Context: an optimization exercise on an open-source flow, tuned for a short achievable clock period. The choices shown serve that exercise and are no tape-out recipe. Function was checked by simulation only, so behaviour that the tests miss may differ from the original. Power is estimated from default activity; no workload was simulated.

File: flow/run.sh
#!/bin/bash
# synth_recipe.tcl (not shown) runs the flow's synth.tcl, then flattens the netlist and writes it again
# the make line also repeats each setting of config.mk as NAME=value (left out here)
make -C /OpenROAD-flow-scripts/flow DESIGN_CONFIG=/design/flow/config.mk WORK_HOME=/design/flow/orfs CLKGATE_MAP_FILE= SYNTH_SCRIPT=/design/flow/synth_recipe.tcl finish
File: flow/config.mk
export PLATFORM = sky130hd
export DESIGN_NAME = icmp_tx_top
export DESIGN_NICKNAME = icmp_tx_top
export VERILOG_FILES = /design/flow/design.v
export SDC_FILE = /design/flow/constraint.sdc
export NUM_CORES = 4
export LEC_CHECK = 0
export ABC_CLOCK_PERIOD_IN_PS = 2300
export CAP_MARGIN = 20
export CORE_MARGIN = 2
export CORE_UTILIZATION = 40
export PLACE_DENSITY = 0.6
export SETUP_SLACK_MARGIN = 2.9
export SLEW_MARGIN = 20
File: flow/constraint.sdc
create_clock -name core_clock -period 5.2 [get_ports {clk}]
set_input_delay 1.0400 -clock core_clock [delete_from_list [all_inputs] [get_ports {clk}]]
set_output_delay 1.0400 -clock core_clock [all_outputs]
set_load 0.01 [all_outputs]
File: flow/design.v
package eth_frame_pkg;
    typedef logic [7:0]  byte_t;       
    typedef logic [47:0] mac_addr_t;
    typedef logic [31:0] ip_addr_t;
    typedef logic [15:0] word16_t;     
    typedef logic [15:0] len_t;        
    localparam word16_t ETH_TYPE_IPV4 = 16'h0800;
    localparam byte_t PREAMBLE_BYTE = 8'h55;
    localparam byte_t SFD_BYTE      = 8'hd5;
    localparam int PREAMBLE_LEN    = 8;    
    localparam int ETH_HDR_LEN     = 14;
    localparam int IP_ICMP_HDR_LEN = 28;   
    localparam int FCS_LEN         = 4;
    localparam int MIN_PAYLOAD_LEN = 18;
    localparam byte_t   IP_TTL        = 8'h80;
    localparam byte_t   IP_PROTO_ICMP = 8'd1;
    localparam word16_t IP_FLAGS_DF   = 16'h4000;   
    localparam byte_t ICMP_ECHO_REPLY = 8'd0;
endpackage
package icmp_tx_pkg;
    typedef struct packed {
        logic [47:0]   dest_mac;
        logic [31:0]    dest_ip;
        logic [15:0]     icmp_id;
        logic [15:0]     icmp_seq;
        logic [15:0]        payload_len;    
        logic [31:0] payload_sum;    
    } tx_request_t;
    typedef struct packed {
        logic [47:0]                      dest_mac;
        logic [47:0]                      src_mac;
        logic [28*8-1:0]        ip_icmp;
        logic [15:0]                           payload_len;
    } frame_hdr_t;
endpackage
module eth_crc32 (
    input  logic        clk,
    input  logic        crc_upd,     
    input  logic        crc_pay,     
    input  logic        crc_shift,   
    input  logic [7:0]  hdr_next,    
    input  logic [7:0]  pay_byte,
    output logic [31:0] crc_value,
    output logic [31:0] crc_next     
);
    localparam logic [31:0] CRC_POLY = 32'hedb8_8320;   
    function automatic logic [31:0] crc_tab(input logic [7:0] data);
        logic [31:0] c;
        c = {24'd0, data};
        for (int i = 0; i < 8; i++) begin
            if (c[0])
                c = (c >> 1) ^ CRC_POLY;
            else
                c = c >> 1;
        end
        crc_tab = c;
    endfunction
    logic [31:0] hdr_tab;   
    logic [7:0]  pay_m;     
    logic [31:0] stepped;
    assign pay_m   = {8{crc_pay}} & pay_byte;
    assign stepped = {8'd0, crc_value[31:8]} ^ crc_tab(crc_value[7:0]) ^ hdr_tab ^ crc_tab(pay_m);
    always_comb begin
        if (crc_upd)
            crc_next = stepped;
        else if (crc_shift)
            crc_next = {8'd0, crc_value[31:8]};
        else
            crc_next = '1;   
    end
    always_ff @(posedge clk) begin
        hdr_tab   <= crc_tab(hdr_next);
        crc_value <= crc_next;
    end
endmodule
module icmp_hdr_builder #(
    parameter logic [47:0] board_mac = 48'h00_11_22_33_44_55,
    parameter logic [31:0]  board_ip  = {8'd192, 8'd168, 8'd1, 8'd123}
) (
    input  logic                     clk,
    input  logic                     rst_n,
    input  logic                     start,
    input  icmp_tx_pkg::tx_request_t req,
    input  logic                     frame_end,    
    output logic                     busy,
    output logic [50*8-1:0]          hdr_img,      
    output logic                     hdr_valid,
    output logic [15:0]              ip_csum_o,
    output logic [15:0]              icmp_csum_o,
    output logic                     len_nz,
    output logic [15:0]              len_m1
);
    localparam logic [7:0] IP_VER_IHL = 8'h45;   
    localparam logic [17:0] IP_CONST = 18'({IP_VER_IHL, 8'h00}) + 18'(eth_frame_pkg::IP_FLAGS_DF)
                                     + 18'({eth_frame_pkg::IP_TTL, eth_frame_pkg::IP_PROTO_ICMP})
                                     + 18'(board_ip[31:16]) + 18'(board_ip[15:0]);
    icmp_tx_pkg::tx_request_t req_q;
    logic        busy_q;
    logic        v1, v2, v3;
    logic        accept;
    logic [15:0] ip_id;       
    logic [15:0] total_len;
    logic [16:0] dip_sum;
    logic [16:0] icmp_a, icmp_b;
    logic [16:0] ip_p;
    logic [17:0] ip_q;
    logic [17:0] icmp_t;
    logic [18:0] ip_sum;
    logic [16:0] ip_f1, icmp_f1;
    logic [15:0] ip_csum, icmp_csum;
    assign busy   = busy_q;
    assign accept = start & ~busy_q;
    always_ff @(posedge clk or negedge rst_n) begin
        if (!rst_n) begin
            busy_q    <= 1'b0;
            v1        <= 1'b0;
            v2        <= 1'b0;
            v3        <= 1'b0;
            hdr_valid <= 1'b0;
            ip_id     <= '0;
        end else begin
            busy_q    <= accept | (busy_q & ~frame_end);
            v1        <= accept;
            v2        <= v1;
            v3        <= v2;
            hdr_valid <= v3;
            if (accept)
                ip_id <= ip_id + 16'd1;   
        end
    end
    always_ff @(posedge clk) begin
        if (!busy_q)
            req_q <= req;
    end
    always_ff @(posedge clk) begin
        total_len <= req_q.payload_len + 16'(eth_frame_pkg::IP_ICMP_HDR_LEN);
        dip_sum   <= 17'(req_q.dest_ip[31:16]) + 17'(req_q.dest_ip[15:0]);
        icmp_a    <= 17'(req_q.icmp_id) + 17'(req_q.icmp_seq);
        icmp_b    <= 17'(req_q.payload_sum[30:16]) + 17'(req_q.payload_sum[15:0]);
        len_nz    <= (req_q.payload_len != '0);
        len_m1    <= req_q.payload_len - 16'd1;
        ip_p      <= 17'(total_len) + 17'(ip_id);
        ip_q      <= 18'(dip_sum) + 18'(IP_CONST);
        icmp_t    <= 18'(icmp_a) + 18'(icmp_b);
        ip_sum    <= 19'(ip_p) + 19'(ip_q);
        icmp_f1   <= 17'(icmp_t[17:16]) + 17'(icmp_t[15:0]);
        ip_f1     <= 17'(ip_sum[18:16]) + 17'(ip_sum[15:0]);
        icmp_csum <= ~(icmp_f1[15:0] + 16'(icmp_f1[16]));
        ip_csum   <= ~(ip_f1[15:0] + 16'(ip_f1[16]));
    end
    assign ip_csum_o   = ip_csum;
    assign icmp_csum_o = icmp_csum;
    assign hdr_img = {{7{eth_frame_pkg::PREAMBLE_BYTE}}, eth_frame_pkg::SFD_BYTE,
                      req_q.dest_mac, board_mac, eth_frame_pkg::ETH_TYPE_IPV4,
                      IP_VER_IHL, 8'h00, total_len,
                      ip_id, eth_frame_pkg::IP_FLAGS_DF,
                      eth_frame_pkg::IP_TTL, eth_frame_pkg::IP_PROTO_ICMP, 16'h0000,   
                      board_ip,
                      req_q.dest_ip,
                      eth_frame_pkg::ICMP_ECHO_REPLY, 8'h00, 16'h0000,   
                      req_q.icmp_id, req_q.icmp_seq};
endmodule
module gmii_frame_sequencer (
    input  logic             clk,
    input  logic             rst_n,
    input  logic [50*8-1:0]  hdr_img,
    input  logic             hdr_valid,
    input  logic [15:0]      ip_csum,
    input  logic [15:0]      icmp_csum,
    input  logic             len_nz,
    input  logic [15:0]      len_m1,
    input  logic [7:0]       payload_data,
    input  logic [31:0]      crc_value,
    input  logic [31:0]      crc_next,
    output logic             payload_rd,
    output logic             gmii_tx_en,
    output logic [7:0]       gmii_txd,
    output logic             crc_upd,
    output logic             crc_pay,
    output logic             crc_shift,
    output logic [7:0]       hdr_next,
    output logic             frame_end,
    output logic             tx_done
);
    logic [49*8-1:0] sr;         
    logic [7:0]      byte_q;     
    logic [6:0]      pos;        
    logic            en_q;       
    logic            hc_q;       
    logic            data_q;     
    logic            ge67_q;     
    logic            rd_q;       
    logic [15:0]     rd_left;    
    logic            pay_q;      
    logic            pay_c;      
    logic            fcs_q;      
    logic [3:0]      fcs_cnt;    
    logic            done_q;
    logic            last_data;
    logic            fcs_next;
    assign last_data = data_q & ge67_q & ~rd_q;
    assign fcs_next  = last_data | fcs_cnt[0] | fcs_cnt[1] | fcs_cnt[2];
    always_ff @(posedge clk) begin
        if (hdr_valid) begin
            sr <= hdr_img[49*8-1:0];
        end else begin
            sr <= {sr[48*8-1:0], 8'h00};
            if (en_q && pos == 7'd7) begin
                sr[(48-24)*8 +: 16] <= ip_csum;
                sr[(48-36)*8 +: 16] <= icmp_csum;
            end
        end
    end
    always_ff @(posedge clk or negedge rst_n) begin
        if (!rst_n) begin
            byte_q  <= '0;
            pos     <= '0;
            en_q    <= 1'b0;
            hc_q    <= 1'b0;
            data_q  <= 1'b0;
            ge67_q  <= 1'b0;
            rd_q    <= 1'b0;
            rd_left <= '0;
            pay_q   <= 1'b0;
            pay_c   <= 1'b0;
            fcs_q   <= 1'b0;
            fcs_cnt <= '0;
            done_q  <= 1'b0;
        end else begin
            pay_q   <= rd_q;
            pay_c   <= rd_q & en_q;   
            fcs_q   <= fcs_next;
            fcs_cnt <= {fcs_cnt[2:0], last_data};
            done_q  <= fcs_cnt[3];
            byte_q  <= hdr_next | ({8{fcs_next}} & ~crc_next[7:0]);
            if (hdr_valid) begin
                pos    <= '0;
                en_q   <= 1'b1;
                hc_q   <= 1'b0;
                data_q <= 1'b0;
                ge67_q <= 1'b0;
            end else begin
                if (en_q && pos != 7'd127)
                    pos <= pos + 7'd1;
                if (fcs_cnt[3])
                    en_q <= 1'b0;
                if (en_q && pos == 7'd7)
                    hc_q <= 1'b1;
                else if (pos == 7'd49)
                    hc_q <= 1'b0;
                if (hc_q && pos == 7'd49)
                    data_q <= 1'b1;
                else if (last_data)
                    data_q <= 1'b0;
                if (en_q && pos == 7'd66)
                    ge67_q <= 1'b1;
            end
            if (en_q && pos == 7'd48 && len_nz) begin
                rd_q    <= 1'b1;
                rd_left <= len_m1;
            end else if (rd_q) begin
                if (rd_left == '0)
                    rd_q <= 1'b0;
                else
                    rd_left <= rd_left - 16'd1;
            end
        end
    end
    assign hdr_next   = ({8{hdr_valid}} & hdr_img[50*8-1 -: 8]) | ({8{en_q}} & sr[49*8-1 -: 8]);
    assign gmii_tx_en = en_q;
    assign payload_rd = rd_q;
    assign gmii_txd   = ({8{pay_q}} & payload_data) | byte_q;
    assign crc_upd    = hc_q | data_q;
    assign crc_pay    = pay_c;
    assign crc_shift  = fcs_q;
    assign frame_end  = fcs_cnt[3];
    assign tx_done    = done_q;
endmodule
module icmp_tx_top #(
    parameter logic [47:0] board_mac = 48'h00_11_22_33_44_55,
    parameter logic [31:0]  board_ip  = {8'd192, 8'd168, 8'd1, 8'd123}
) (
    input  logic        clk,
    input  logic        rst_n,
    input  logic        start,
    input  logic [47:0] req_dest_mac,
    input  logic [31:0] req_dest_ip,
    input  logic [15:0] req_icmp_id,
    input  logic [15:0] req_icmp_seq,
    input  logic [15:0] req_payload_len,
    input  logic [31:0] req_payload_sum,
    input  logic [7:0]  payload_data,
    output logic        busy,
    output logic        payload_rd,
    output logic        gmii_tx_en,
    output logic [7:0]  gmii_txd,
    output logic        tx_done
);
    icmp_tx_pkg::tx_request_t req;
    logic [50*8-1:0] hdr_img;
    logic        hdr_valid;
    logic [15:0] ip_csum;
    logic [15:0] icmp_csum;
    logic        len_nz;
    logic [15:0] len_m1;
    logic        frame_end;
    logic        crc_upd;
    logic        crc_pay;
    logic        crc_shift;
    logic [7:0]  hdr_next;
    logic [31:0] crc_value;
    logic [31:0] crc_next;
    assign req.dest_mac    = req_dest_mac;
    assign req.dest_ip     = req_dest_ip;
    assign req.icmp_id     = req_icmp_id;
    assign req.icmp_seq    = req_icmp_seq;
    assign req.payload_len = req_payload_len;
    assign req.payload_sum = req_payload_sum;
    icmp_hdr_builder #(
        .board_mac (board_mac),
        .board_ip  (board_ip)
    ) hdr_builder0 (
        .clk        (clk),
        .rst_n      (rst_n),
        .start      (start),
        .req        (req),
        .frame_end  (frame_end),
        .busy       (busy),
        .hdr_img    (hdr_img),
        .hdr_valid  (hdr_valid),
        .ip_csum_o  (ip_csum),
        .icmp_csum_o(icmp_csum),
        .len_nz     (len_nz),
        .len_m1     (len_m1)
    );
    gmii_frame_sequencer frame_seq0 (
        .clk          (clk),
        .rst_n        (rst_n),
        .hdr_img      (hdr_img),
        .hdr_valid    (hdr_valid),
        .ip_csum      (ip_csum),
        .icmp_csum    (icmp_csum),
        .len_nz       (len_nz),
        .len_m1       (len_m1),
        .payload_data (payload_data),
        .crc_value    (crc_value),
        .crc_next     (crc_next),
        .payload_rd   (payload_rd),
        .gmii_tx_en   (gmii_tx_en),
        .gmii_txd     (gmii_txd),
        .crc_upd      (crc_upd),
        .crc_pay      (crc_pay),
        .crc_shift    (crc_shift),
        .hdr_next     (hdr_next),
        .frame_end    (frame_end),
        .tx_done      (tx_done)
    );
    eth_crc32 crc0 (
        .clk       (clk),
        .crc_upd   (crc_upd),
        .crc_pay   (crc_pay),
        .crc_shift (crc_shift),
        .hdr_next  (hdr_next),
        .pay_byte  (payload_data),
        .crc_value (crc_value),
        .crc_next  (crc_next)
    );
endmodule
==> flow_summary.toml, run 1 <==
[yosys]
ys_types = 74
synthTopCellsByArea = "dfxtp_1 (41%), edfxtp_1 (14%), xnor2_1 (5.6%)"
syn_area_per_cell_sq_um = 11.9
yosysSeqAreaShare_pct = 60.1
synthArstFlopShare_pct = 7.22
ys.flop_type = "dfxtp_1"
synth_seq_cells = 900
netlist_top_cells_count = "dfxtp_1 (676), xnor2_1 (212), nor2b_1 (197)"
post-synth-top-count-cell = "dfxtp_1"
syn_nets = 3091
syn_inst = 2794
synth_top_cell_by_area = "dfxtp_1"
synth_edf_count = 159
synthDominantCellAreaShare_pct = 40.8
yosysWarnings = 3
synth_area_sq_um = 33200

[clock_tree]
root_buffer = "clkbuf_16"
cts_made_buffers = 94
cts_tree = "built"
clkLatencyLatePin_ns = 0.64
h-tree-depth = 3
clockBufferDepth = 3
clkTransAtPathRegs_ns = 0.06
cts_sinks = 900

[placed_design]
place_hpwl_microns = 45400
numPortBuffers = 181
globalplace.congestion = 0.846
pre_cts_ws_ns = 1.59

[drt]
antenna_left = 0
wl_per_cell_microns = 15.9
drt_iter0_drc = 773
wl_microns = 66700
via_count = 19847
drc_errors = 0
vias_per_cell = 4.74
dr.pass1.iters = 5

[sta]
max-slew-margin-rel_pct = 39.4
fmax_mhz = 400
finalHoldViolCount = 0
tns_ns = 0
finalSetupViolCount = 0
slew_violations = 0
finalClockSkew_ns = 0.0290
grt_setup_unrepaired = "yes"
post-route-min-period_ns = 2.50
finalWorstSetupSlack_ns = 2.70
timing.hold.ws_ns = 0.325
finalCritPeriodShare_pct = 48.1
worst_slew_pin_slew_ns = 0.910

[global_routing]
grt-ovfl-total = 0
grt_pass1_wl_microns = 106000
grt_pass1_vias = 20260
grt_use_total_pct = 15.4
grt_max_degree = 100
antenna_found_initial = 1

[floorplanning]
die_area_sq_um = 85300
die_y_microns = 292
rows = 105
initial_core_util_pct = 40.4
pin_count = 183
die_w_microns = 292
core_area_sq_um = 82100

[finish]
fillCellCount = 7169
area_growth_pct = 21.3
seq_area_sq_um = 20000
multi_input_area_sq_um = 13200
layout.nets = 3339
utilization_pct = 49.0
n_antenna_cell = 0
drive_above_1_share_pct = 17.1

[worst_setup_path]
critPathKind = "in -> out"
crit_fanout = 4
start_kind = "input port"
max_stage_delay_ns = 0.17
slowest_stage = "a21o_1"
crit_family = "buffers and inverters"
required_ns = 4.16
r2r_start = "hdr_builder0.req_q[97]"
crit_path_end_kind = "primary output"
arrival_ns = 1.46
crit_chain = "buf_6 -> a21o_1 -> buf_2"
worstSetupStartpoint = "payload_data[4]"
critPathBufInv = 2

[job]
drv_cap = 0

[power]
leakage_nw = 16.5
finalPower_w = 0.0225
ir_drop_v = 0.000286
powerDensity_nw_per_um2 = 559

[run_status]
status = "complete, no violations"

[min_path]
holdCritStartpoint = "hdr_builder0.dip_sum[1]"
hp-class = "reg -> reg"
path summary, 6_finish.rpt:
| path | depth (start not counted) | slack, ns | to |
|---|---|---|---|
| worst max-delay path | 3 | 2.70 | gmii_txd[4] |
| worst min-delay path | 0 | 0.33 | hdr_builder0.ip_q[1] |
| worst max register to register | 8 | 2.88 | hdr_builder0.dip_sum[13] |
| worst min register to register | 0 | 0.33 | hdr_builder0.ip_q[1] |
| max in group asynchronous | 2 | 4.03 | hdr_builder0.hdr_valid |
| min in group asynchronous | 1 | 0.41 | frame_seq0.rd_left[13] |
layer usage:
layer / track usage, % / wire length (microns)
met5: 0 / 11
met4: 4.80 / 1780
met3: 2.83 / 2320
met2: 27.4 / 33400
met1: 18.8 / 29200
layout by cell type, fill, tap and decap left out, types with 59 or more instances in the layout:
cell	count
xnor2_1	206
nor2b_1	194
a21oi_1	87
xor2_1	118
mux2_2	122
dfxtp_1	673
nor2_1	123
nand2_1	173
o21ai_0	78
edfxtp_1	159
or2_2	59
clkdlybuf4s50_1	160
clkbuf_16	100
ha_1	112
per-stage QoR:
step / cell area [sq um] / cells
6_report: 40300 / 4191
5_1_grt: 40300 / 4191
4_1_cts: 39900 / 4172
3_5_place_dp: 36200 / 3967
3_3_place_gp: 36200 / 3967
2_1_floorplan: 33400 / 2794
sequential cells by signal, indices dropped and copies added (netlist names), 4 cells and up:
name	cells
hdr_builder0.ip_sum	19
hdr_builder0.icmp_b	17
hdr_builder0.ip_f1	17
frame_seq0.pos	7
hdr_builder0.ip_p	17
crc0.crc_value	32
hdr_builder0.ip_id	16
frame_seq0.sr	392
hdr_builder0.icmp_csum	16
hdr_builder0.len_m1	16
hdr_builder0.total_len	16
frame_seq0.byte_q	8
frame_seq0.rd_left	16
frame_seq0.fcs_cnt	4
hdr_builder0.icmp_a	17
hdr_builder0.ip_csum	16
hdr_builder0.icmp_f1	17
crc0.hdr_tab	30
hdr_builder0.icmp_t	18
hdr_builder0.req_q	159
hdr_builder0.ip_q	18
hdr_builder0.dip_sum	17
power breakdown:
group | internal (W) | switching, W
combinational | 0.00301 | 0.00271
clock | 0.00395 | 0.00275
sequential | 0.00914 | 0.000964
repair_timing:
action	CTS	global route
setup buffers	29	19
cloned	1	0
gates resized for setup	183	59
hold buffers	0	0
endpoints found under the setup margin	223	113
pin swaps	46	39
kinds of logic after synthesis:
| kind of cell | Yosys count | synth area share [%] |
|---|---|---|
| AOI/OAI and AO/OA | 362 | 6.69 |
| xor gates and xnor gates | 348 | 9.73 |
| adders and majority gates | 126 | 4.93 |
| buffers and inverters | 150 | 1.75 |
| DFF | 900 | 60.1 |
| muxes | 145 | 4.83 |
| and+or+nand+nor | 763 | 12.0 |
area by class of cell:
type,instances,share of cell area (%)
clock inverters,41,0.994
flip-flops and latches,900,49.6
clock buffers,134,6.88
repair buffers,243,5.87
inverters,59,0.569
multi-input cells,1744,32.8
well taps,1070,3.32
==> inputs of run 2 (changes only) <==
--- a/flow/design.v
+++ b/flow/design.v
@@ -102,10 +102,16 @@
     logic [15:0] total_len;
-    logic [16:0] dip_sum;
-    logic [16:0] icmp_a, icmp_b;
-    logic [16:0] ip_p;
-    logic [17:0] ip_q;
-    logic [17:0] icmp_t;
-    logic [18:0] ip_sum;
-    logic [16:0] ip_f1, icmp_f1;
-    logic [15:0] ip_csum, icmp_csum;
+    logic [8:0]  tl_lo;
+    logic [8:0]  lm1_lo;
+    logic [8:0]  ip_a_h, ip_a_l;
+    logic [10:0] ip_b_h, ip_b_l, ip_c_h, ip_c_l;
+    logic [10:0] ip_s_hi;
+    logic [7:0]  ip_s_lo;
+    logic [8:0]  ip_f_lo, ip_f_hi, ip_g_lo;
+    logic [15:0] ip_csum;
+    logic [8:0]  ic_a_h, ic_a_l, ic_p_h, ic_p_l;
+    logic [9:0]  ic_c_h, ic_c_l;
+    logic [9:0]  ic_s_hi;
+    logic [7:0]  ic_s_lo;
+    logic [8:0]  ic_f_lo, ic_f_hi, ic_g_lo;
+    logic [15:0] icmp_csum;
     assign busy   = busy_q;
@@ -135,16 +141,31 @@
     always_ff @(posedge clk) begin
-        total_len <= req_q.payload_len + 16'(eth_frame_pkg::IP_ICMP_HDR_LEN);
-        dip_sum   <= 17'(req_q.dest_ip[31:16]) + 17'(req_q.dest_ip[15:0]);
-        icmp_a    <= 17'(req_q.icmp_id) + 17'(req_q.icmp_seq);
-        icmp_b    <= 17'(req_q.payload_sum[30:16]) + 17'(req_q.payload_sum[15:0]);
+        tl_lo     <= 9'(req_q.payload_len[7:0]) + 9'(eth_frame_pkg::IP_ICMP_HDR_LEN);
+        total_len <= {req_q.payload_len[15:8] + 8'(tl_lo[8]), tl_lo[7:0]};
+        lm1_lo    <= 9'(req_q.payload_len[7:0]) - 9'd1;
+        len_m1    <= {req_q.payload_len[15:8] - 8'(lm1_lo[8]), lm1_lo[7:0]};
         len_nz    <= (req_q.payload_len != '0);
-        len_m1    <= req_q.payload_len - 16'd1;
-        ip_p      <= 17'(total_len) + 17'(ip_id);
-        ip_q      <= 18'(dip_sum) + 18'(IP_CONST);
-        icmp_t    <= 18'(icmp_a) + 18'(icmp_b);
-        ip_sum    <= 19'(ip_p) + 19'(ip_q);
-        icmp_f1   <= 17'(icmp_t[17:16]) + 17'(icmp_t[15:0]);
-        ip_f1     <= 17'(ip_sum[18:16]) + 17'(ip_sum[15:0]);
-        icmp_csum <= ~(icmp_f1[15:0] + 16'(icmp_f1[16]));
-        ip_csum   <= ~(ip_f1[15:0] + 16'(ip_f1[16]));
+        ip_a_h    <= 9'(req_q.dest_ip[31:24]) + 9'(req_q.dest_ip[15:8]);
+        ip_a_l    <= 9'(req_q.dest_ip[23:16]) + 9'(req_q.dest_ip[7:0]);
+        ip_b_h    <= 11'(ip_a_h) + 11'(ip_id[15:8]) + 11'(IP_CONST[16:8]);
+        ip_b_l    <= 11'(ip_a_l) + 11'(ip_id[7:0]) + 11'(IP_CONST[7:0]);
+        ip_c_h    <= ip_b_h + 11'(total_len[15:8]);
+        ip_c_l    <= ip_b_l + 11'(total_len[7:0]);
+        ip_s_lo   <= ip_c_l[7:0];
+        ip_s_hi   <= ip_c_h + 11'(ip_c_l[10:8]);
+        ip_f_lo   <= 9'(ip_s_lo) + 9'(ip_s_hi[10:8]);
+        ip_f_hi   <= 9'(ip_s_hi[7:0]) + 9'(ip_f_lo[8]);
+        ip_g_lo   <= 9'(ip_f_lo[7:0]) + 9'(ip_f_hi[8]);
+        ip_csum   <= ~{ip_f_hi[7:0] + 8'(ip_g_lo[8]), ip_g_lo[7:0]};
+        ic_a_h    <= 9'(req_q.icmp_id[15:8]) + 9'(req_q.icmp_seq[15:8]);
+        ic_a_l    <= 9'(req_q.icmp_id[7:0]) + 9'(req_q.icmp_seq[7:0]);
+        ic_p_h    <= 9'(req_q.payload_sum[30:24]) + 9'(req_q.payload_sum[15:8]);
+        ic_p_l    <= 9'(req_q.payload_sum[23:16]) + 9'(req_q.payload_sum[7:0]);
+        ic_c_h    <= 10'(ic_a_h) + 10'(ic_p_h);
+        ic_c_l    <= 10'(ic_a_l) + 10'(ic_p_l);
+        ic_s_lo   <= ic_c_l[7:0];
+        ic_s_hi   <= ic_c_h + 10'(ic_c_l[9:8]);
+        ic_f_lo   <= 9'(ic_s_lo) + 9'(ic_s_hi[9:8]);
+        ic_f_hi   <= 9'(ic_s_hi[7:0]) + 9'(ic_f_lo[8]);
+        ic_g_lo   <= 9'(ic_f_lo[7:0]) + 9'(ic_f_hi[8]);
+        icmp_csum <= ~{ic_f_hi[7:0] + 8'(ic_g_lo[8]), ic_g_lo[7:0]};
     end
@@ -192,3 +213,6 @@
     logic            rd_q;       
-    logic [15:0]     rd_left;    
+    logic [7:0]      rd_lo;      
+    logic [7:0]      rd_hi;
+    logic            rd_lz;      
+    logic            rd_hz;      
     logic            pay_q;      
@@ -222,3 +246,6 @@
             rd_q    <= 1'b0;
-            rd_left <= '0;
+            rd_lo   <= '0;
+            rd_hi   <= '0;
+            rd_lz   <= 1'b0;
+            rd_hz   <= 1'b0;
             pay_q   <= 1'b0;
@@ -259,8 +286,17 @@
                 rd_q    <= 1'b1;
-                rd_left <= len_m1;
+                rd_lo   <= len_m1[7:0];
+                rd_hi   <= len_m1[15:8];
+                rd_lz   <= (len_m1[7:0] == '0);
+                rd_hz   <= (len_m1[15:8] == '0);
             end else if (rd_q) begin
-                if (rd_left == '0)
+                if (rd_lz && rd_hz) begin
                     rd_q <= 1'b0;
-                else
-                    rd_left <= rd_left - 16'd1;
+                end else begin
+                    rd_lo <= rd_lo - 8'd1;
+                    rd_lz <= (rd_lo == 8'd1);
+                    if (rd_lz) begin
+                        rd_hi <= rd_hi - 8'd1;
+                        rd_hz <= (rd_hi == 8'd1);
+                    end
+                end
             end
--- a/flow/config.mk
+++ b/flow/config.mk
@@ -10,5 +10,5 @@
 export CORE_MARGIN = 2
-export CORE_UTILIZATION = 40
-export PLACE_DENSITY = 0.6
-export SETUP_SLACK_MARGIN = 2.9
+export CORE_UTILIZATION = 65
+export PLACE_DENSITY = 0.75
+export SETUP_SLACK_MARGIN = 3.0
 export SLEW_MARGIN = 20
==> run 2 against run 1 <==
Against the previous run:
- cell count decreased by 7.9%
- non-clock buffer count rose by 8
- fmax is 0.51% lower
- core utilization is 30 points higher
- hold slack better by 0.00089 ns
- sequential cell count rose by 72
- worst setup slack worse by 0.013 ns
- sequential power up 9%
- critical path type unchanged
==> flow_summary.toml, run 2 <==
[finish]
drive_above_1_share_pct = 17.6
final_area_sq_um = 41300
layout.nets = 3415
top_register = "frame_seq0.sr"
reg.largest.list = "frame_seq0.sr (392), hdr_builder0.req_q (159), crc0.crc_value (32)"
largest_reg_flops = 392
final_cell_mix = "dfxtp_1 (739), xnor2_1 (208), nor2b_1 (189), nand2_1 (175), clkdlybuf4s50_1 (160)"
area_growth_pct = 19.7
layout_commonest_cell = "dfxtp_1"
fillCellCount = 3220
utilization_pct = 78.6

[sta]
finalHoldViolCount = 0
max-slew-margin-rel_pct = 34.6
slew_violations = 0
finalCritPeriodShare_pct = 48.4
finalWorstSetupSlack_ns = 2.69
worst_slew_pin_slew_ns = 0.982
finalSetupViolCount = 0
grt_setup_unrepaired = "yes"
tns_ns = 0
fmax_mhz = 398
finalClockSkew_ns = 0.0121
post-route-min-period_ns = 2.51

[worst_setup_path]
arrival_ns = 1.47
crit_path_end_kind = "primary output"
start_kind = "input port"
required_ns = 4.16
crit_fanout = 5
critPathKind = "in -> out"

[placed_design]
place_hpwl_microns = 42400
pre_cts_ws_ns = 1.65
postPlaceCellArea_sq_um = 37100
numPortBuffers = 181
globalplace.congestion = 0.887

[global_routing]
grt_busiest_layer = "met2"
grt_pass1_vias = 19881
grt.met1_usage_pct = 30.5
grt_pass1_wl_microns = 101000
use_met2_pct = 41.1
grt-ovfl-total = 0
use_met3_pct = 3.94
antenna_found_initial = 1
grt_max_degree = 113
grt_use_total_pct = 23.6

[drt]
wl_microns = 65600
drc_errors = 0
vias_per_cell = 5.15
drt_iter0_drc = 924
via_count = 19880
wl_per_cell_microns = 17.0
dr.pass1.iters = 5
antenna_left = 0

[power]
ir_drop_v = 0.000343
finalPower_w = 0.0238
powerDensity_nw_per_um2 = 576
leakage_nw = 17.6

[clock_tree]
cts_made_buffers = 94
cts_sinks = 972
clkTransAtPathRegs_ns = 0.06
root_buffer = "clkbuf_16"
clockBufferDepth = 3
clkLatencyLatePin_ns = 0.63
cts_tree = "built"
h-tree-depth = 3

[yosys]
yosysSeqAreaShare_pct = 62.0
synthTopCellsByArea = "dfxtp_1 (43%), edfxtp_1 (14%), xnor2_1 (5.6%)"
yosysWarnings = 3
synth_seq_cells = 972
synthDominantCellAreaShare_pct = 43.3
synth_top_cell_by_area = "dfxtp_1"
post-synth-top-count-cell = "dfxtp_1"
syn_inst = 2830
netlist_top_cells_count = "dfxtp_1 (746), xnor2_1 (220), nor2b_1 (194)"
syn_area_per_cell_sq_um = 12.2
synthArstFlopShare_pct = 6.89
ys_types = 69
synth_area_sq_um = 34500
ys.flop_type = "dfxtp_1"
syn_nets = 3153
synth_edf_count = 159

[min_path]
hp-class = "reg -> reg"

[floorplanning]
die_y_microns = 234
core_area_sq_um = 52600
die_w_microns = 234
rows = 84
initial_core_util_pct = 65.7
die_area_sq_um = 55000
pin_count = 183

[run_status]
status = "complete, no violations"

[job]
drv_cap = 0
## run 2: cell count changes in the layout (fill, tap and decap cells not counted), sizes merged, moves of 13 or more
cell	before	now
a211oi	13	0
inv	65	140
xnor2	214	228
a21o	34	48
nor3	29	14
a21oi	107	121
ha	118	136
or3	20	6
dfxtp	676	746
o21ai	105	85
nor2	125	99
o21a	21	7
## run 2: cell type report
class                      instances  area [sq um]  share of cell area [%]
sequential                       972         21400                    51.8
multi-input combinational       1636         12900                    31.2
clock buffer                     132          2690                    6.50
timing repair buffer             251          2500                    6.06
tap                              688           861                    2.08
inverter                         137           522                    1.26
clock inverter                    44           420                    1.02
antenna                            2          5.00                  0.0121
## run 2: kinds of logic after synthesis
family	synth area share [%]
AND/OR/NAND/NOR	10.5
other	0.0109
flip-flops	62.0
multiplexers	4.47
buffers and inverters	2.51
adder cells (fa/ha/maj)	5.86
AO/OA/AOI/OAI	4.98
XOR/XNOR	9.76
## run 2: final timing paths
kind | startpoint | to | slack [ns] | cells past startpoint
setup / recovery | payload_data[7] | gmii_txd[7] | 2.69 | 3
hold / removal | hdr_builder0.tl_lo[3] | hdr_builder0.total_len[3] | 0.33 | 0
max in group asynchronous | rst_n | hdr_builder0.hdr_valid | 3.57 | 2
min in group asynchronous | rst_n | hdr_builder0.ip_id[15] | 0.58 | 1
hold reg to reg | hdr_builder0.tl_lo[3] | hdr_builder0.total_len[3] | 0.33 | 0
setup reg to reg | hdr_builder0.ip_id[8] | hdr_builder0.ip_b_h[8] | 2.75 | 11
## run 2: power by group
group	switching, W	total (W)	internal, W
Sequential	0.00111	0.0110	0.00993
Combinational	0.00282	0.00600	0.00317
Clock	0.00278	0.00674	0.00396
Total	0.00672	0.0238	0.0171
## run 2: repair_timing
item | 4_1_cts | 5_1_grt
resized for setup | 166 | 85
endpoints found under the hold margin | 0 | 0
hold buffers | 0 | 0
endpoints found under the setup margin | 161 | 69
cloned | 2 | 0
buffers inserted | 23 | 35
pin swaps | 21 | 52
## run 2: metal layers
metal,wire [microns],vias to the layer above,share of wire (%)
met1,28600,9481,44
met2,32500,404,50
met4,1810,0,2.8
li1,-,9874,-
met5,0,-,0
met3,2680,121,4.1
## run 2: metrics by stage
step | hold WS, ns | std cells
2_1_floorplan | 0.310 | 2830
3_3_place_gp | 0.311 | 3624
3_5_place_dp | 0.313 | 3624
4_1_cts | 0.324 | 3825
5_1_grt | 0.330 | 3861
6_report | 0.326 | 3862
## run 2: critical path, cell delays in order
cell and delay [ns]:
buf_6 0.11, a21o_4 0.21, buf_6 0.11
==> inputs of run 3 (changes only) <==
--- a/flow/config.mk
+++ b/flow/config.mk
@@ -10,5 +10,5 @@
 export CORE_MARGIN = 2
-export CORE_UTILIZATION = 65
-export PLACE_DENSITY = 0.75
-export SETUP_SLACK_MARGIN = 3.0
+export CORE_UTILIZATION = 40
+export PLACE_DENSITY = 0.6
+export SETUP_SLACK_MARGIN = 2.9
 export SLEW_MARGIN = 20
==> run 3 against run 2 <==
Against the previous run:
- sequential power about the same
- non-clock buffer count down 24
- sequential share of layout area down 0.54 points
- register-to-register slack better by 0.08 ns
- critical endpoint unchanged
- highest routed layer unchanged
==> flow_summary.toml, run 3 <==
[worst_setup_path]
crit_fanout = 4
crit_chain = "buf_6 -> a21o_2 -> buf_6"
critPathBufInv = 2
slowest_stage = "dfrtp_2"
arrival_ns = 1.54
max_stage_delay_ns = 0.45
required_ns = 4.16
crit_path_end_kind = "primary output"
path_common_cell = "buf_6"
critPathKind = "reg -> out"
start_kind = "flip-flop"
crit_family = "flip-flops"

[floorplanning]
pin_count = 183
rows = 107
die_area_sq_um = 88700
die_w_microns = 298
initial_core_util_pct = 40.5
die_y_microns = 298
core_area_sq_um = 85300

[yosys]
synth_top_family_by_area = "simple AND/OR/NAND/NOR gates"
synth_top_cell_by_area = "dfxtp_1"
yosysSeqAreaShare_pct = 62.0
synthTopCellsByArea = "dfxtp_1 (43%), edfxtp_1 (14%), xnor2_1 (5.6%)"
syn_inst = 2830
synthArstFlopShare_pct = 6.89
yosysWarnings = 3
synth_edf_count = 159
syn_nets = 3153
synth_area_sq_um = 34500
synth_compound_area_share_pct = 4.98
synthAdderAreaFrac_pct = 5.86
synth_seq_cells = 972
synthMuxAreaShare_pct = 4.47
synth_simple_gate_area_share_pct = 10.5
syn_area_per_cell_sq_um = 12.2
ys_types = 69
synthDominantCellAreaShare_pct = 43.3
post-synth-top-count-cell = "dfxtp_1"
netlist_top_cells_count = "dfxtp_1 (746), xnor2_1 (220), nor2b_1 (194)"
synth-xor-area-share_pct = 9.76
ys.flop_type = "dfxtp_1"

[drt]
vias_per_cell = 4.49
drc_errors = 0
antenna_left = 0
via_count = 19341
dr.pass1.iters = 5
wl_microns = 64900
wl_per_cell_microns = 15.1
drt_iter0_drc = 687

[power]
ir_drop_v = 0.000302
powerDensity_nw_per_um2 = 577
leakage_nw = 17.6

[global_routing]
grt-ovfl-total = 0
antenna_found_initial = 1
grt_use_total_pct = 14.6
grt_pass1_vias = 20133
grt_max_degree = 198
grt_pass1_wl_microns = 104000

[job]
drv_cap = 0

[min_path]
hp-class = "reg -> reg"

[sta]
slew_violations = 0
finalSetupViolCount = 0
worst_slew_pin_slew_ns = 0.885
grt_setup_unrepaired = "yes"
max-slew-margin-rel_pct = 41.0
fmax_mhz = 388
finalHoldViolCount = 0
tns_ns = 0
post-route-min-period_ns = 2.58
finalClockSkew_ns = 0.0268
finalCritPeriodShare_pct = 49.6

[finish]
final_cell_mix = "dfxtp_1 (742), xnor2_1 (212), nor2b_1 (192), nand2_1 (176), clkdlybuf4s50_1 (160)"
layout_commonest_cell = "dfxtp_1"
layout.nets = 3397
largest_reg_flops = 392
top_register = "frame_seq0.sr"
reg.largest.list = "frame_seq0.sr (392), hdr_builder0.req_q (159), crc0.crc_value (32)"
drive_above_1_share_pct = 16.1
fin_cells = 4303
area_growth_pct = 20.9

[clock_tree]
clockBufferDepth = 3
clkLatencyLatePin_ns = 0.65
root_buffer = "clkbuf_16"
cts_sinks = 972
cts_made_buffers = 100
h-tree-depth = 3
cts_tree = "built"
clkTransAtPathRegs_ns = 0.06

[placed_design]
globalplace.congestion = 0.827
place_hpwl_microns = 44200
numPortBuffers = 181
dp_cells = 4081

[run_status]
status = "complete, no violations"
-- run 3: cell counts after synthesis --
Identical to the previous run, type by type.
-- run 3: power by group --
part	switching (W)	leakage (nW)	internal (W)
combinational	0.00267	7.28	0.00301
clock	0.00289	1.72	0.00452
sequential	0.00105	8.57	0.00993
total	0.00660	17.6	0.0175
-- run 3: layer usage --
metal / vias to the layer above / track usage, % / part of all wire (%)
met3: 114 / 2.53 / 3.3
met4: 0 / 5.16 / 2.7
met1: 9098 / 18.3 / 45
met2: 293 / 25.3 / 49
met5: - / 0 / 0
li1: 9836 / - / -
-- run 3: kinds of logic (layout without fill, tap and decap cells) --
family                   Yosys count  after routing
flip-flops                       972            972
AND/OR/NAND/NOR                  691            691
XOR/XNOR                         359            359
AO/OA/AOI/OAI                    294            294
buffers and inverters            222            550
adder cells (fa/ha/maj)          152            152
multiplexers                     139            139
other                              1              2
-- run 3: cell type report --
cell class | count | area [sq um]
antenna | 1 | 2.50
clock buffer | 146 | 2970
clock inverter | 40 | 520
fill | 7600 | 43500
inverter | 137 | 522
multi-input combinational | 1636 | 12700
sequential | 972 | 21400
tap | 1144 | 1430
timing repair buffer | 227 | 2210
-- run 3: path summary, 6_finish.rpt --
| kind | from | endpoint | slack [ns] | cells past startpoint |
|---|---|---|---|---|
| max | frame_seq0.pay_q | gmii_txd[7] | 2.62 | 3 |
| min | hdr_builder0.lm1_lo[6] | hdr_builder0.len_m1[6] | 0.32 | 0 |
| min reg2reg | hdr_builder0.lm1_lo[6] | hdr_builder0.len_m1[6] | 0.32 | 0 |
| max reg2reg | hdr_builder0.ip_id[8] | hdr_builder0.ip_b_h[8] | 2.83 | 11 |
| max in group asynchronous | rst_n | frame_seq0.en_q | 3.90 | 2 |
| min in group asynchronous | rst_n | hdr_builder0.ip_id[15] | 0.43 | 1 |
-- run 3: stage by stage --
step	area [sq um]	power, W	hold slack (ns)	setup slack [ns]	utilization [%]
after floorplan	34700	0.0151	0.310	2.04	-
after global placement	37600	0.0164	0.311	1.67	44.1
after global routing	41700	0.0255	0.327	2.56	49.0
after CTS	41400	0.0242	0.326	2.57	48.6
final	41700	0.0241	0.323	2.62	49.0
after detailed placement	37600	0.0165	0.312	1.68	44.1
-- run 3: worst register-to-register path, delay by kind of cell, from the launching register on --
kind	cells	cell delay (ns)
AOI/OAI and AO/OA	4	0.76
buffers and inverters	1	0.05
and+or+nand+nor	2	0.41
xor gates and xnor gates	2	0.33
DFF	1	0.41
adders and majority gates	2	0.37
-- run 3: what timing repair did --
item                                    in CTS  in global routing
cloned                                       0                  1
hold buffers                                 0                  0
resized for setup                          152                 44
endpoints found under the setup margin     175                 86
pin swaps                                   18                 27
buffers inserted                            17                 17
==> inputs of run 4 (changes only) <==
--- a/flow/design.v
+++ b/flow/design.v
@@ -86,5 +86,4 @@
     output logic [50*8-1:0]          hdr_img,      
+    output logic                     hdr_soon,     
     output logic                     hdr_valid,
-    output logic [15:0]              ip_csum_o,
-    output logic [15:0]              icmp_csum_o,
     output logic                     len_nz,
@@ -171,4 +170,3 @@
     end
-    assign ip_csum_o   = ip_csum;
-    assign icmp_csum_o = icmp_csum;
+    assign hdr_soon = v3;
     assign hdr_img = {{7{eth_frame_pkg::PREAMBLE_BYTE}}, eth_frame_pkg::SFD_BYTE,
@@ -177,6 +175,6 @@
                       ip_id, eth_frame_pkg::IP_FLAGS_DF,
-                      eth_frame_pkg::IP_TTL, eth_frame_pkg::IP_PROTO_ICMP, 16'h0000,   
+                      eth_frame_pkg::IP_TTL, eth_frame_pkg::IP_PROTO_ICMP, ip_csum,
                       board_ip,
                       req_q.dest_ip,
-                      eth_frame_pkg::ICMP_ECHO_REPLY, 8'h00, 16'h0000,   
+                      eth_frame_pkg::ICMP_ECHO_REPLY, 8'h00, icmp_csum,
                       req_q.icmp_id, req_q.icmp_seq};
@@ -187,5 +185,4 @@
     input  logic [50*8-1:0]  hdr_img,
+    input  logic             hdr_soon,
     input  logic             hdr_valid,
-    input  logic [15:0]      ip_csum,
-    input  logic [15:0]      icmp_csum,
     input  logic             len_nz,
@@ -205,3 +202,5 @@
 );
-    logic [49*8-1:0] sr;         
+    logic [49:0]     tok;        
+    logic [7:0]      hdr_q;      
+    logic [7:0]      hdr_d;
     logic [7:0]      byte_q;     
@@ -226,12 +225,6 @@
     assign fcs_next  = last_data | fcs_cnt[0] | fcs_cnt[1] | fcs_cnt[2];
-    always_ff @(posedge clk) begin
-        if (hdr_valid) begin
-            sr <= hdr_img[49*8-1:0];
-        end else begin
-            sr <= {sr[48*8-1:0], 8'h00};
-            if (en_q && pos == 7'd7) begin
-                sr[(48-24)*8 +: 16] <= ip_csum;
-                sr[(48-36)*8 +: 16] <= icmp_csum;
-            end
-        end
+    always_comb begin
+        hdr_d = ({8{hdr_soon}} & hdr_img[49*8 +: 8]) | ({8{hdr_valid}} & hdr_img[48*8 +: 8]);
+        for (int k = 0; k < 48; k++)
+            hdr_d = hdr_d | ({8{tok[k]}} & hdr_img[(47-k)*8 +: 8]);
     end
@@ -240,2 +233,4 @@
             byte_q  <= '0;
+            tok     <= '0;
+            hdr_q   <= '0;
             pos     <= '0;
@@ -261,3 +256,5 @@
             done_q  <= fcs_cnt[3];
-            byte_q  <= hdr_next | ({8{fcs_next}} & ~crc_next[7:0]);
+            byte_q  <= hdr_q | ({8{fcs_next}} & ~crc_next[7:0]);
+            hdr_q   <= hdr_d;
+            tok     <= {tok[48:0], hdr_valid};
             if (hdr_valid) begin
@@ -304,3 +301,3 @@
     end
-    assign hdr_next   = ({8{hdr_valid}} & hdr_img[50*8-1 -: 8]) | ({8{en_q}} & sr[49*8-1 -: 8]);
+    assign hdr_next   = hdr_q;
     assign gmii_tx_en = en_q;
@@ -337,4 +334,3 @@
     logic        hdr_valid;
-    logic [15:0] ip_csum;
-    logic [15:0] icmp_csum;
+    logic        hdr_soon;
     logic        len_nz;
@@ -365,5 +361,4 @@
         .hdr_img    (hdr_img),
+        .hdr_soon   (hdr_soon),
         .hdr_valid  (hdr_valid),
-        .ip_csum_o  (ip_csum),
-        .icmp_csum_o(icmp_csum),
         .len_nz     (len_nz),
@@ -375,5 +370,4 @@
         .hdr_img      (hdr_img),
+        .hdr_soon     (hdr_soon),
         .hdr_valid    (hdr_valid),
-        .ip_csum      (ip_csum),
-        .icmp_csum    (icmp_csum),
         .len_nz       (len_nz),
==> run 4 against run 3 <==
Against the previous run:
- still clean
- sequential cell count is 336 lower
- combinational power shrank 18%
- sequential share of layout area decreased by 3.2 points
- wire length shrank 4.5%
- fmax rose by 4.5%
- area after synthesis is 27% lower
- cell area shrank 26%
- hold slack got worse by 0.0028 ns
- cell count is 24% lower
- critical path type is now in -> out
- critical endpoint is now gmii_txd[0]
- largest cell class unchanged
==> flow_summary.toml, run 4 <==
[floorplanning]
initial_core_util_pct = 40.3
die_y_microns = 256
core_area_sq_um = 62900
die_w_microns = 256
rows = 92
pin_count = 183
die_area_sq_um = 65400

[finish]
largest_reg_flops = 159
fin_cells = 3258
layout_commonest_cell = "dfxtp_1"
n_antenna_cell = 0
top_register = "hdr_builder0.req_q"
area_growth_pct = 22.6
drive_above_1_share_pct = 10.6
layout.nets = 2678
reg.largest.list = "hdr_builder0.req_q (159), frame_seq0.tok (48), crc0.crc_value (32)"
final_cell_mix = "dfxtp_1 (352), xnor2_1 (234), clkdlybuf4s50_1 (160), edfxtp_1 (159), inv_1 (134)"

[drt]
via_count = 16074
wl_per_cell_microns = 19.0
drt-met1-wl_microns = 26400
wl_microns = 61900
highest_layer = "met5"
antenna_left = 0
dr.pass1.iters = 5
wl_met3_microns = 4680
drc_errors = 0
dr_wl_met2_microns = 29000
vias_per_cell = 4.93
drt_iter0_drc = 1073

[yosys]
synth_seq_cells = 636
ys_types = 58
synth_top_cell_by_area = "dfxtp_1"
syn_nets = 2449
synthDominantCellAreaShare_pct = 28.0
syn_inst = 2126
post-synth-top-count-cell = "dfxtp_1"
synthTopCellsByArea = "dfxtp_1 (28%), edfxtp_1 (19%), dfrtp_1 (12%)"
synth_area_sq_um = 25300
yosysSeqAreaShare_pct = 58.9
yosysWarnings = 3
netlist_top_cells_count = "dfxtp_1 (354), xnor2_1 (245), edfxtp_1 (159)"
syn_area_per_cell_sq_um = 11.9
ys.flop_type = "dfxtp_1"
synthArstFlopShare_pct = 19.3
synth_edf_count = 159

[job]
drv_cap = 0

[power]
p_switching_w = 0.00526
ir_drop_v = 0.000224
leakage_nw = 12.7
pwr-share-clk_pct = 29.2
p_int_w = 0.0117
swShare_pct = 31.0
powerDensity_nw_per_um2 = 545
seqPwrFrac_pct = 43.3
comb_power_share_pct = 27.5

[clock_tree]
cts_made_buffers = 69
root_buffer = "clkbuf_16"
h-tree-depth = 3
clkTransAtPathRegs_ns = 0.06
cts_tree = "built"
clockBufferDepth = 3
cts_sinks = 636
clkLatencyLatePin_ns = 0.62

[worst_setup_path]
required_ns = 4.16
crit_fanout = 2
arrival_ns = 1.43
critPathKind = "in -> out"
start_kind = "input port"
crit_path_end_kind = "primary output"

[global_routing]
grt-ovfl-total = 0
antenna_found_initial = 3
grt_use_total_pct = 19.0
grt_pass1_wl_microns = 95200
grt_max_degree = 160
grt_pass1_vias = 16654

[min_path]
hp-class = "reg -> reg"

[sta]
post-route-min-period_ns = 2.47
finalSetupViolCount = 0
finalWorstSetupSlack_ns = 2.73
slew_violations = 0
fmax_mhz = 405
max-slew-margin-rel_pct = 16.9
worst_slew_pin_slew_ns = 1.25
finalClockSkew_ns = 0.0362
grt_setup_unrepaired = "yes"
finalCritPeriodShare_pct = 47.5
finalHoldViolCount = 0
tns_ns = 0

[run_status]
status = "complete, no violations"

[placed_design]
pre_cts_ws_ns = 1.55
place_hpwl_microns = 46100
globalplace.congestion = 0.903
dp_cells = 3098
numPortBuffers = 181
-- run 4: cell types whose count changed in the layout (fill, tap and decap cells not counted), sizes merged, moves of 36 or more --
cell	previous run	this run
or2	64	9
nand2	178	132
dfrtp	67	123
nor2b	194	20
mux2	122	0
a22oi	2	65
clkbuf	147	89
a21oi	121	85
dfxtp	746	354
-- run 4: worst paths after layout --
| kind | start | end | slack [ns] | cells after the start |
|---|---|---|---|---|
| max | payload_data[0] | gmii_txd[0] | 2.73 | 3 |
| min reg2reg | hdr_builder0.ic_c_l[5] | hdr_builder0.ic_s_lo[5] | 0.32 | 0 |
| min | hdr_builder0.ic_c_l[5] | hdr_builder0.ic_s_lo[5] | 0.32 | 0 |
| min in group asynchronous | rst_n | frame_seq0.rd_lo[3] | 0.56 | 1 |
| max in group asynchronous | rst_n | frame_seq0.pay_c | 3.64 | 2 |
| max reg2reg | hdr_builder0.ip_id[8] | hdr_builder0.ip_b_h[9] | 2.92 | 9 |
-- run 4: cells by family (layout without fill, tap and decap cells) --
kind of cell | Yosys count | in the layout | share of synthesized area, %
multiplexers | 6 | 6 | 0.237
AND/OR/NAND/NOR | 427 | 427 | 8.27
AO/OA/AOI/OAI | 345 | 345 | 8.83
other | 1 | 1 | 0.0148
buffers and inverters | 197 | 483 | 2.94
XOR/XNOR | 362 | 362 | 12.8
flip-flops | 636 | 636 | 58.9
adder cells (fa/ha/maj) | 152 | 152 | 7.98
-- run 4: what timing repair did --
item                                   in CTS  in global routing
setup endpoints to repair                  53                 38
pin swaps                                  15                 17
gates cloned                                0                  0
hold buffers                                0                  0
endpoints found under the hold margin       0                  0
gates resized for setup                   141                 45
buffers inserted                           17                 15
-- run 4: through the flow --
step	utilization (%)	total power [W]	hold slack (ns)	instance area, sq um
final	49.5	0.0170	0.320	31100
after global routing	49.5	0.0180	0.323	31100
after CTS	49.0	0.0169	0.320	30800
after detailed placement	44.9	0.0119	0.313	28200
after global placement	44.9	0.0118	0.314	28200
after floorplan	-	0.0106	0.310	25600
-- run 4: power groups by stage --
stage / Clock [W] / Combinational, W / Sequential [W]
floorplan: 0 / 0.00360 / 0.00700
global placement: 0 / 0.00434 / 0.00741
detailed placement: 0 / 0.00444 / 0.00743
CTS: 0.00506 / 0.00453 / 0.00733
global route: 0.00528 / 0.00523 / 0.00747
finish: 0.00494 / 0.00466 / 0.00734
-- run 4: worst max-delay path, cell delays in order --
cell and delay (ns):
buf_12 0.10, a21o_1 0.16, buf_2 0.13
-- run 4: layout make-up --
| cell class | instances | area (sq um) |
|---|---|---|
| clock buffers | 89 | 1910 |
| clock inverters | 39 | 432 |
| fillers | 5578 | 31800 |
| inverters | 136 | 514 |
| multi-input cells | 1293 | 10100 |
| flip-flops and latches | 636 | 15000 |
| well taps | 846 | 1060 |
| repair buffers | 219 | 2130 |
-- run 4: layer usage --
metal  vias up  track usage (%)
met5         -                0
met4         4             6.29
met3       117             4.48
met2       485             31.0
met1      7704             24.9
li1       7764                -
==> inputs of run 5 (changes only) <==
--- a/flow/design.v
+++ b/flow/design.v
@@ -205,3 +205,3 @@
     logic [7:0]      hdr_d;
-    logic [7:0]      byte_q;     
+    logic [7:0]      byte_n;     
     logic [6:0]      pos;        
@@ -232,3 +232,3 @@
         if (!rst_n) begin
-            byte_q  <= '0;
+            byte_n  <= '1;
             tok     <= '0;
@@ -256,3 +256,3 @@
             done_q  <= fcs_cnt[3];
-            byte_q  <= hdr_q | ({8{fcs_next}} & ~crc_next[7:0]);
+            byte_n  <= ~(hdr_q | ({8{fcs_next}} & ~crc_next[7:0]));
             hdr_q   <= hdr_d;
@@ -304,3 +304,3 @@
     assign payload_rd = rd_q;
-    assign gmii_txd   = ({8{pay_q}} & payload_data) | byte_q;
+    assign gmii_txd   = ~(~({8{pay_q}} & payload_data) & byte_n);
     assign crc_upd    = hc_q | data_q;
==> run 5 against run 4 <==
Against the previous run:
- critical path depth up 1
- worst setup slack better by 0.031 ns
- cell count about the same
- highest routed layer unchanged
- first-iteration DRC count down 7.1%
- via count up 0.19%
- largest cell class unchanged
- wire length down 2.1%
- combinational power about the same
- non-clock buffer count down 12
- core utilization up 0.090 points
- power up 0.20%
==> flow_summary.toml, run 5 <==
[global_routing]
grt_use_total_pct = 18.5
grt_pass1_vias = 16497
grt-ovfl-total = 0
grt_max_degree = 131
antenna_found_initial = 2
grt_pass1_wl_microns = 93300

[floorplanning]
die_area_sq_um = 65500
core_area_sq_um = 62900
pin_count = 183
rows = 92
initial_core_util_pct = 40.4
die_w_microns = 256
die_y_microns = 256

[drt]
wl_per_cell_microns = 18.6
wl_microns = 60600
drt_iter0_drc = 997
drc_errors = 0
via_count = 16104
dr.pass1.iters = 7
antenna_left = 0
vias_per_cell = 4.94

[clock_tree]
clkLatencyLatePin_ns = 0.60
cts_sinks = 636
cts_made_buffers = 69
h-tree-depth = 3
root_buffer = "clkbuf_16"
clkTransAtPathRegs_ns = 0.06
cts_tree = "built"
holdBufCountCts = 0
clockBufferDepth = 3

[min_path]
hold_path_depth = 0
holdCritStartpoint = "hdr_builder0.ip_c_l[4]"
whs_endpoint = "hdr_builder0.ip_s_lo[4]"
hp-class = "reg -> reg"

[yosys]
syn_area_per_cell_sq_um = 11.9
synthTopCellsByArea = "dfxtp_1 (28%), edfxtp_1 (19%), dfrtp_1 (11%)"
yosysSeqAreaShare_pct = 58.9
synth_edf_count = 159
synthArstFlopShare_pct = 19.3
synth_area_sq_um = 25400
post-synth-top-count-cell = "dfxtp_1"
synthDominantCellAreaShare_pct = 27.9
ys_types = 61
synth_top_cell_by_area = "dfxtp_1"
syn_inst = 2134
ys.flop_type = "dfxtp_1"
netlist_top_cells_count = "dfxtp_1 (354), xnor2_1 (246), edfxtp_1 (159)"
synth_seq_cells = 636
syn_nets = 2457
yosysWarnings = 3

[finish]
multi_input_area_sq_um = 10200
largest_reg_flops = 159
layout.nets = 2676
drive_above_1_share_pct = 10.9
top_register = "hdr_builder0.req_q"
final_cell_mix = "dfxtp_1 (352), xnor2_1 (233), clkdlybuf4s50_1 (160), edfxtp_1 (159), inv_1 (136)"
fin_cells = 3257
area_growth_pct = 22.8
reg.largest.list = "hdr_builder0.req_q (159), frame_seq0.tok (48), crc0.crc_value (32)"
layout_commonest_cell = "dfxtp_1"
fillCellCount = 5565
seq_area_sq_um = 15000
utilization_pct = 49.6

[power]
p_int_w = 0.0118
comb_power_share_pct = 27.6
pwr-share-clk_pct = 29.2
swShare_pct = 30.8
seqPwrFrac_pct = 43.2
finalPower_w = 0.0170
ir_drop_v = 0.000229
leakage_nw = 12.8
p_switching_w = 0.00523
powerDensity_nw_per_um2 = 545

[placed_design]
dp_cells = 3104
numPortBuffers = 181
globalplace.congestion = 0.917
place_hpwl_microns = 45100

[run_status]
status = "complete, no violations"

[worst_setup_path]
rr_endpoint = "hdr_builder0.ip_b_h[9]"
rr_worst_depth = 8
arrival_ns = 1.40
critPathKind = "in -> out"
r2r_start = "hdr_builder0.ip_id[9]"
crit_fanout = 9
required_ns = 4.16
crit_path_end_kind = "primary output"
start_kind = "input port"
r2r_setup_slack_ns = 2.88

[sta]
fmax_mhz = 410
worst_slew_pin_slew_ns = 1.02
max-slew-margin-rel_pct = 31.5
finalClockSkew_ns = 0.0270
post-route-min-period_ns = 2.44
finalCritPeriodShare_pct = 46.9
finalSetupViolCount = 0
tns_ns = 0
grt_setup_unrepaired = "yes"
finalHoldViolCount = 0
slew_violations = 0

[job]
drv_cap = 0
-- run 5: cell count changes after synthesis, moves of 2 or more --
cell      change
dfstp_2       +8
o21bai_1      -7
o21ba_1       +3
dfrtp_1       -8
o21ba_2       +3
nand2_1      +16
clkbuf_1      -2
a21o_1        -8
-- run 5: worst max-delay path by stage --
stage / start / to / slack [ns] / depth (start not counted)
after floorplan: hdr_builder0.busy_q / hdr_builder0.req_q[0] / 2.04 / 1
after global placement: payload_data[0] / gmii_txd[0] / 1.55 / 4
after detailed placement: payload_data[0] / gmii_txd[0] / 1.53 / 4
after CTS: frame_seq0.pay_q / gmii_txd[6] / 2.74 / 4
after global routing: frame_seq0.pay_q / gmii_txd[6] / 2.72 / 4
final: payload_data[1] / gmii_txd[1] / 2.76 / 4
-- run 5: area by class of cell --
type	instances	share of cell area [%]
multi-input combinational	1301	32.6
antenna	1	0.00804
tap	846	3.40
sequential	636	48.0
timing repair inverter	1	0.0161
timing repair buffer	207	6.68
clock inverter	27	0.791
inverter	137	1.66
clock buffer	101	6.77
-- run 5: timing repair --
item,CTS,global route
pin swaps,17,13
cloned,0,1
hold endpoints to repair,0,0
resized for setup,142,38
endpoints found under the setup margin,62,86
setup buffers,13,10
-- run 5: cell families (layout without fill, tap and decap cells) --
kind of cell               after synthesis  in the layout  synth area share, %
adders and majority gates              152            152                 7.97
buffers and inverters                  197            473                 2.94
xor gates and xnor gates               362            362                 12.8
DFF                                    636            636                 58.9
AOI/OAI and AO/OA                      337            337                 8.62
other                                    1              2               0.0148
muxes                                    6              6                0.237
and+or+nand+nor                        443            443                 8.50
-- run 5: power by group through the flow --
stage | combinational, W | clock [W] | sequential (W)
2_1_floorplan | 0.00362 | 0 | 0.00702
3_3_place_gp | 0.00438 | 0 | 0.00742
3_5_place_dp | 0.00448 | 0 | 0.00744
4_1_cts | 0.00461 | 0.00508 | 0.00734
5_1_grt | 0.00523 | 0.00529 | 0.00747
6_report | 0.00468 | 0.00496 | 0.00734
-- run 5: worst max-delay path: stages --
cell     delay (ns)
buf_6          0.13
nand2_4        0.08
nand2_4        0.04
buf_6          0.11
-- run 5: per-layer routing --
metal  track usage [%]  wire (microns)  up-vias
met5                 0              10        -
met2              30.0           28100      507
li1                  -               -     7775
met3              3.61            3760      102
met4              5.86            1620        2
met1              25.1           27100     7718
-- run 5: metrics by stage --
step	hold slack [ns]	setup WS, ns	area [sq um]
floorplan	0.310	2.04	25700
global placement	0.311	1.55	28300
detailed placement	0.312	1.53	28300
CTS	0.323	2.74	30900
global route	0.327	2.72	31100
finish	0.322	2.76	31100
==> inputs of run 6 (changes only) <==
--- a/flow/config.mk
+++ b/flow/config.mk
@@ -11,2 +11,4 @@
 export CORE_UTILIZATION = 40
+export CTS_CLUSTER_DIAMETER = 150
+export CTS_CLUSTER_SIZE = 30
 export PLACE_DENSITY = 0.6
==> run 6 against run 5 <==
Against the previous run:
- worst setup slack got worse by 0.015 ns
- combinational power is 0.9% lower
- critical path type unchanged
- critical path depth unchanged
- sequential share of layout area grew 2.8 points
- first-iteration DRC count up 21%
- highest routed layer unchanged
- clock-buffer cell count is 57 lower
- still clean
- register-to-register slack about the same
==> flow_summary.toml, run 6 <==
[run_status]
status = "complete, no violations"

[power]
finalPower_w = 0.0144
ir_drop_v = 0.000251
powerDensity_nw_per_um2 = 489
leakage_nw = 12.0

[global_routing]
grt_max_degree = 131
grt_use_total_pct = 17.8
grt_pass1_wl_microns = 90600
antenna_found_initial = 2
grt_pass1_vias = 15941
grt-ovfl-total = 0

[yosys]
synth_seq_cells = 636
netlist_top_cells_count = "dfxtp_1 (354), xnor2_1 (246), edfxtp_1 (159)"
synth_edf_count = 159
synthDominantCellAreaShare_pct = 27.9
ys_types = 61
synthTopCellsByArea = "dfxtp_1 (28%), edfxtp_1 (19%), dfrtp_1 (11%)"
synth_area_sq_um = 25400
syn_inst = 2134
yosysSeqAreaShare_pct = 58.9
synth_top_cell_by_area = "dfxtp_1"
synthArstFlopShare_pct = 19.3
syn_area_per_cell_sq_um = 11.9
syn_nets = 2457
yosysWarnings = 3
ys.flop_type = "dfxtp_1"
post-synth-top-count-cell = "dfxtp_1"

[floorplanning]
die_w_microns = 256
rows = 92
die_area_sq_um = 65500
initial_core_util_pct = 40.4
pin_count = 183
die_y_microns = 256
core_area_sq_um = 62900

[finish]
final_cell_mix = "dfxtp_1 (350), xnor2_1 (235), clkdlybuf4s50_1 (160), edfxtp_1 (159), inv_1 (136)"
top_register = "hdr_builder0.req_q"
multi_input_area_sq_um = 10100
area_growth_pct = 16.0
layout.nets = 2631
utilization_pct = 46.8
seq_area_sq_um = 15000
layout_commonest_cell = "dfxtp_1"
fin_cells = 3176
largest_reg_flops = 159
fillCellCount = 5746
drive_above_1_share_pct = 7.43
reg.largest.list = "hdr_builder0.req_q (159), frame_seq0.tok (48), crc0.crc_value (32)"

[worst_setup_path]
crit_family = "buffers and inverters"
crit_path_end_kind = "primary output"
crit_chain = "buf_4 -> nand2_2 -> nand2_1 -> buf_2"
slowest_stage = "buf_4"
max_stage_delay_ns = 0.14
start_kind = "input port"
crit_fanout = 4
critPathBufInv = 2
arrival_ns = 1.41
required_ns = 4.16
critPathKind = "in -> out"

[drt]
wl_per_cell_microns = 18.6
wl_microns = 59100
drc_errors = 0
dr.pass1.iters = 5
vias_per_cell = 4.94
antenna_left = 0
drt_iter0_drc = 1209
via_count = 15679

[sta]
max-slew-margin-rel_pct = 44.9
worst_slew_pin_slew_ns = 0.827
finalCritPeriodShare_pct = 47.2
finalHoldViolCount = 0
fmax_mhz = 408
grt_setup_unrepaired = "yes"
slew_violations = 0
tns_ns = 0
finalClockSkew_ns = 0.0290
post-route-min-period_ns = 2.45
finalSetupViolCount = 0

[clock_tree]
cts_sinks = 636
holdBufCountCts = 0
h-tree-depth = 1
cts_made_buffers = 25
clkLatencyLatePin_ns = 0.60
clkTransAtPathRegs_ns = 0.11
root_buffer = "clkbuf_16"
clockBufferDepth = 3
cts_tree = "built"

[min_path]
hp-class = "reg -> reg"

[placed_design]
place_hpwl_microns = 45100
dp_cells = 3104
globalplace.congestion = 0.917
numPortBuffers = 181

[job]
drv_cap = 0
run 6: worst paths after layout:
path / slack [ns] / to / startpoint / depth (start not counted)
max in group asynchronous: 4.04 / hdr_builder0.ip_id[2] / rst_n / 2
hold reg to reg: 0.33 / hdr_builder0.ip_s_lo[6] / hdr_builder0.ip_c_l[6] / 0
setup reg to reg: 2.89 / frame_seq0.hdr_q[4] / frame_seq0.tok[6] / 4
hold / removal: 0.33 / hdr_builder0.ip_s_lo[6] / hdr_builder0.ip_c_l[6] / 0
setup / recovery: 2.75 / gmii_txd[6] / payload_data[6] / 4
min in group asynchronous: 0.50 / frame_seq0.rd_hi[2] / rst_n / 2
run 6: logic make-up (layout without fill, tap and decap cells):
kind of cell	Yosys count	in the layout	share of synthesized area (%)
simple gates	443	443	8.50
fa+ha+maj	152	152	7.97
buf+inv	197	390	2.94
other cells	1	4	0.0148
flops	636	636	58.9
compound gates	337	337	8.62
xor+xnor	362	362	12.8
mux	6	6	0.237
run 6: metal layers:
layer	share of wire, %	vias up	GRT usage [%]
li1	-	7638	-
met1	45	7524	24.7
met2	46	440	29.5
met3	6.3	75	2.77
met4	2.4	2	4.08
met5	0.017	-	0
run 6: timing repair:
action | in CTS | in global routing
resized for setup | 141 | 29
pin swaps | 16 | 10
setup buffers | 12 | 10
endpoints found under the setup margin | 62 | 113
gates cloned | 0 | 1
run 6: report_power, final:
group | total, W | switching (W) | leakage [nW] | internal [W]
combinational | 0.00464 | 0.00231 | 5.57 | 0.00233
clock | 0.00244 | 0.00149 | 0.352 | 0.000954
sequential | 0.00731 | 0.000914 | 6.04 | 0.00640
run 6: final cells by class:
cell class,count,share of cell area [%]
Multi-Input combinational cell,1301,34.3
Tap cell,846,3.60
Timing Repair inverter,1,0.0170
Clock inverter,2,0.132
Sequential cell,636,50.9
Clock buffer,44,2.40
Inverter,137,1.76
Antenna cell,3,0.0255
Timing Repair Buffer,206,6.87
run 6: worst register-to-register path, stage by stage, from the launching register on:
cell and delay (ns):
dfrtp_1 0.62, a22o_1 0.32, a221oi_1 0.50, nand3_1 0.14, or4_1 0.59
run 6: metrics by stage:
stage | setup WS (ns) | hold WS (ns) | instance area, sq um
after floorplan | 2.04 | 0.310 | 25700
after global placement | 1.55 | 0.311 | 28300
after detailed placement | 1.53 | 0.312 | 28300
after CTS | 2.72 | 0.338 | 29200
after global routing | 2.68 | 0.341 | 29400
final | 2.75 | 0.331 | 29400

## port drivers added, routing unchanged
In the flow no input, the clock included, has a driving cell. The finished layouts below were timed again as built, in two steps. Step 1 assumes that a clkbuf_16 drives the clock port and a buf_2 every other input. Step 2 adds t to the input delays and takes it off the output delays; t is the mean of the earliest and latest rising clock arrival at the registers after step 1. Input paths then give back, and output paths get back, about the clock's delay inside the block. Three values: ideal, step 1, step 2; two values: the first two.
| run | t (ns) | setup WS [ns] | worst setup path after step 2 | clock arrival spread, ns |
|---|---|---|---|---|
| run 1 | 0.691 | 2.698 / 2.649 / 2.275 | input to register | 0.035 / 0.035 |
| run 2 | 0.683 | 2.685 / 2.651 / 2.339 | input to register | 0.019 / 0.019 |
| run 3 | 0.696 | 2.621 / 2.559 / 2.273 | input to register | 0.033 / 0.033 |
| run 4 | 0.656 | 2.732 / 2.682 / 2.365 | input to register | 0.036 / 0.036 |
| run 5 | 0.655 | 2.762 / 2.716 / 2.341 | input to register | 0.032 / 0.033 |
| run 6 | 0.655 | 2.747 / 2.685 / 2.382 | input to register | 0.031 / 0.031 |
After both steps setup and hold are still met in every run listed. For run 1, which loses most, drivers alone change the setup slack by -0.049 ns; drivers and shift together by -0.423 ns.
